This design comes from an exercise in tuning for small area on the open sky130 flow, not from production work.
Only simulation tests tie the RTL to the original design; equivalence was not proved.
No activity file was given, so power comes from the tool's default toggle rates.

==> flow/design.v <==
package adc_dc_pkg;
  localparam int unsigned DefW       = 16;
  localparam int unsigned DefAvgLog2 = 10;
endpackage
import adc_dc_pkg::*;
module adc_dc_chan
#(
  parameter int unsigned W        = DefW,
  parameter int unsigned AVG_LOG2 = DefAvgLog2
) (
  input  logic                clk,
  input  logic                rst_n,
  input  logic                din_valid,
  input  logic                win_first,
  input  logic                mean_ld,
  input  logic                bypass,
  input  logic signed [W-1:0] din,
  output logic signed [W-1:0] dout,
  output logic signed [W-1:0] mean
);
  localparam int unsigned AccW = W + AVG_LOG2;
  logic [AccW-1:0] acc_q, acc_a, acc_b, acc_d;
  logic [AccW:0]   acc_c;
  logic [W-1:0]    mean_q;
  logic [W-1:0]    s1_q, dout_q;
  logic [W-1:0]    sub_b, sub_s, sub_r;
  logic [W:0]      sub_c;
  logic            ovf;
  always_comb begin
    acc_a = win_first ? '0 : acc_q;
    acc_b = '0;
    acc_b[W-1:0] = din_valid ? {~din[W-1], din[W-2:0]} : '0;
    acc_c[0] = 1'b0;
    for (int i = 0; i < AccW; i++) begin
      acc_d[i]   = acc_a[i] ^ acc_b[i] ^ acc_c[i];
      acc_c[i+1] = (acc_a[i] & acc_b[i]) | (acc_c[i] & (acc_a[i] ^ acc_b[i]));
    end
  end
  always_comb begin
    sub_b    = ~(mean_q | {W{bypass}});
    sub_c[0] = ~bypass;
    for (int i = 0; i < W; i++) begin
      sub_s[i]   = din[i] ^ sub_b[i] ^ sub_c[i];
      sub_c[i+1] = (din[i] & sub_b[i]) | (sub_c[i] & (din[i] ^ sub_b[i]));
    end
    ovf   = (din[W-1] == sub_b[W-1]) && (sub_s[W-1] != din[W-1]);
    sub_r = ovf ? {din[W-1], {(W-1){~din[W-1]}}} : sub_s;
  end
  always_ff @(posedge clk) begin
    acc_q  <= acc_d;
    s1_q   <= sub_r;
    dout_q <= s1_q;
  end
  always_ff @(posedge clk or negedge rst_n) begin
    if (!rst_n) begin
      mean_q <= '0;
    end else if (mean_ld) begin
      mean_q <= {~acc_d[AccW-1], acc_d[AccW-2:AVG_LOG2]};
    end
  end
  assign dout = dout_q;
  assign mean = mean_q;
endmodule
import adc_dc_pkg::*;
module adc_dc_remover
#(
  parameter int unsigned NCH      = 16,
  parameter int unsigned W        = DefW,
  parameter int unsigned AVG_LOG2 = DefAvgLog2
) (
  input  logic              CLK_20M,
  input  logic              RESET_n,
  input  logic              DIN_VALID,
  input  logic [NCH*W-1:0]  DIN,
  input  logic [NCH-1:0]    BYPASS,
  input  logic              MEAN_HOLD,
  output logic              DOUT_VALID,
  output logic [NCH*W-1:0]  DOUT,
  output logic [NCH*W-1:0]  MEAN_OUT,
  output logic              MEAN_UPDATE
);
  logic [AVG_LOG2-1:0] cnt_q;
  logic                win_first, win_last, mean_ld;
  logic                s1_valid_q, dout_valid_q, mean_update_q;
  always_comb begin
    win_first = ~|cnt_q;
    win_last  = &cnt_q;
    mean_ld   = DIN_VALID & win_last & ~MEAN_HOLD;
  end
  always_ff @(posedge CLK_20M or negedge RESET_n) begin
    if (!RESET_n) begin
      cnt_q         <= '0;
      s1_valid_q    <= 1'b0;
      dout_valid_q  <= 1'b0;
      mean_update_q <= 1'b0;
    end else begin
      if (DIN_VALID) cnt_q <= cnt_q + AVG_LOG2'(1);
      s1_valid_q    <= DIN_VALID;
      dout_valid_q  <= s1_valid_q;
      mean_update_q <= mean_ld;
    end
  end
  for (genvar k = 0; k < NCH; k++) begin : g_chan
    adc_dc_chan #(
      .W        (W),
      .AVG_LOG2 (AVG_LOG2)
    ) u_chan (
      .clk       (CLK_20M),
      .rst_n     (RESET_n),
      .din_valid (DIN_VALID),
      .win_first (win_first),
      .mean_ld   (mean_ld),
      .bypass    (BYPASS[k]),
      .din       (DIN[k*W +: W]),
      .dout      (DOUT[k*W +: W]),
      .mean      (MEAN_OUT[k*W +: W])
    );
  end
  assign DOUT_VALID  = dout_valid_q;
  assign MEAN_UPDATE = mean_update_q;
endmodule
Settings: LEC_CHECK=0, CAP_MARGIN=20, CORE_MARGIN=2, CORE_UTILIZATION=40, CTS_BUF_LIST=sky130_fd_sc_hd__clkbuf_8, CTS_CLUSTER_DIAMETER=40, CTS_CLUSTER_SIZE=12, SLEW_MARGIN=20; clock period 10.0 ns.
run.sh (not shown) runs the stock make flow with config.mk's settings and CLKGATE_MAP_FILE= SYNTH_SCRIPT=/design/flow/synth_recipe.tcl, a recipe that flattens the netlist after the stock synthesis.
The baseline finished with timing, DRC and antenna clean.
Then changed:
==> flow/flow/run.sh (new file) <==
#!/bin/bash
# Standard ORFS layout with these changes: the port buffers are the smallest buffer (buf_1);
# after floorplanning every cell is swapped to the smallest cell of its family (downsize.tcl),
# and the later repair steps upsize only what timing needs; the clock tree uses clkbuf_8 with
# sink clusters of 18 and no dummy loads; after global routing, cells off the critical
# paths are sized down again (RECOVER_POWER). All tool output is in run_standard.log and orfs/logs.
set -euo pipefail
HERE=$(pwd)
CTS="-sink_clustering_enable -repair_clock_nets -dont_use_dummy_load -buf_list sky130_fd_sc_hd__clkbuf_8 -sink_clustering_size 18 -sink_clustering_max_diameter 60"
bash standard.sh \
  "BUFFER_PORTS_ARGS=-buffer_cell sky130_fd_sc_hd__buf_1" \
  "CTS_ARGS=$CTS" \
  "POST_FLOORPLAN_TCL=$HERE/flow/downsize.tcl" \
  RECOVER_POWER=100 \
  finish > run_standard.log 2>&1
==> flow/flow/downsize.tcl (new file) <==
# Swap every standard cell for the smallest-area cell of the same function family
# (same name up to the drive-strength suffix); later repair steps upsize what timing needs.
set db [ord::get_db]
set small [dict create]
foreach lib [$db getLibs] {
  foreach m [$lib getMasters] {
    set n [$m getName]
    if {![regexp {^(sky130_fd_sc_hd__[a-z0-9]+)_([0-9]+)$} $n -> base drv]} continue
    if {[regexp {clkbuf|clkinv|clkdly|dlygate|dlymetal|probe|lpflow|tap|fill|decap|conb} $base]} continue
    set a [expr {[$m getWidth] * [$m getHeight]}]
    if {![dict exists $small $base] || $a < [lindex [dict get $small $base] 1]} {
      dict set small $base [list $n $a]
    }
  }
}
set cnt 0
foreach inst [[ord::get_db_block] getInsts] {
  set n [[$inst getMaster] getName]
  if {![regexp {^(sky130_fd_sc_hd__[a-z0-9]+)_([0-9]+)$} $n -> base drv]} continue
  if {![dict exists $small $base]} continue
  lassign [dict get $small $base] to a
  set cur [expr {[[$inst getMaster] getWidth] * [[$inst getMaster] getHeight]}]
  if {$a < $cur} {
    replace_cell [$inst getName] $to
    incr cnt
  }
}
puts "downsize: replaced $cnt instances"
==> flow/standard.sh (new file) <==
#!/bin/bash
# synth_recipe.tcl (not shown) runs the flow's synth.tcl, then flattens the netlist and writes it again
# the make line also repeats each setting of config.mk as NAME=value (left out here)
make -C /OpenROAD-flow-scripts/flow DESIGN_CONFIG=/design/flow/config.mk WORK_HOME=/design/flow/orfs CLKGATE_MAP_FILE= SYNTH_SCRIPT=/design/flow/synth_recipe.tcl "${@:-finish}"
--- a/flow/config.mk
+++ b/flow/config.mk
@@ -10,4 +10 @@
-export CORE_UTILIZATION = 40
-export CTS_BUF_LIST = sky130_fd_sc_hd__clkbuf_8
-export CTS_CLUSTER_DIAMETER = 40
-export CTS_CLUSTER_SIZE = 12
+export CORE_UTILIZATION = 75
removed: flow/run.sh
After rerunning: The new run finished but fails on capacitance limit, slew limit. Combinational power falls by 9.7%. Final area falls by 16%. Clock skew falls by 0.0073 ns. Final cell count falls by 16%. Register-to-register slack is worse by 0.10 ns. Die area falls by 46%. First-iteration DRC count rises by 52%. Area after synthesis stays the same.

## what the ideal ports hide
Ports are ideal in the flow. The routed layouts listed here were re-timed in OpenROAD. Step 1, drivers: a clkbuf_16 drives CLK_20M and a buf_2 each remaining input, both assumed. Step 2 times the ports against the registers' clock, not the clock port: input delays grow and output delays shrink by t, the midpoint of the rising clock arrivals with the driver on. Slacks: ideal ports / drivers / drivers and shift; pairs: ideal ports / drivers.
run | t (ns) | setup WS [ns] | worst setup path after step 2
the first run | 0.938 | 0.383 / 0.436 / -0.502 | input to register
the second run | 0.743 | 0.264 / 0.286 / -0.457 | input to register
The setup slack of the first run, which loses most, moves by +0.053 ns with the drivers and by -0.885 ns with both steps.
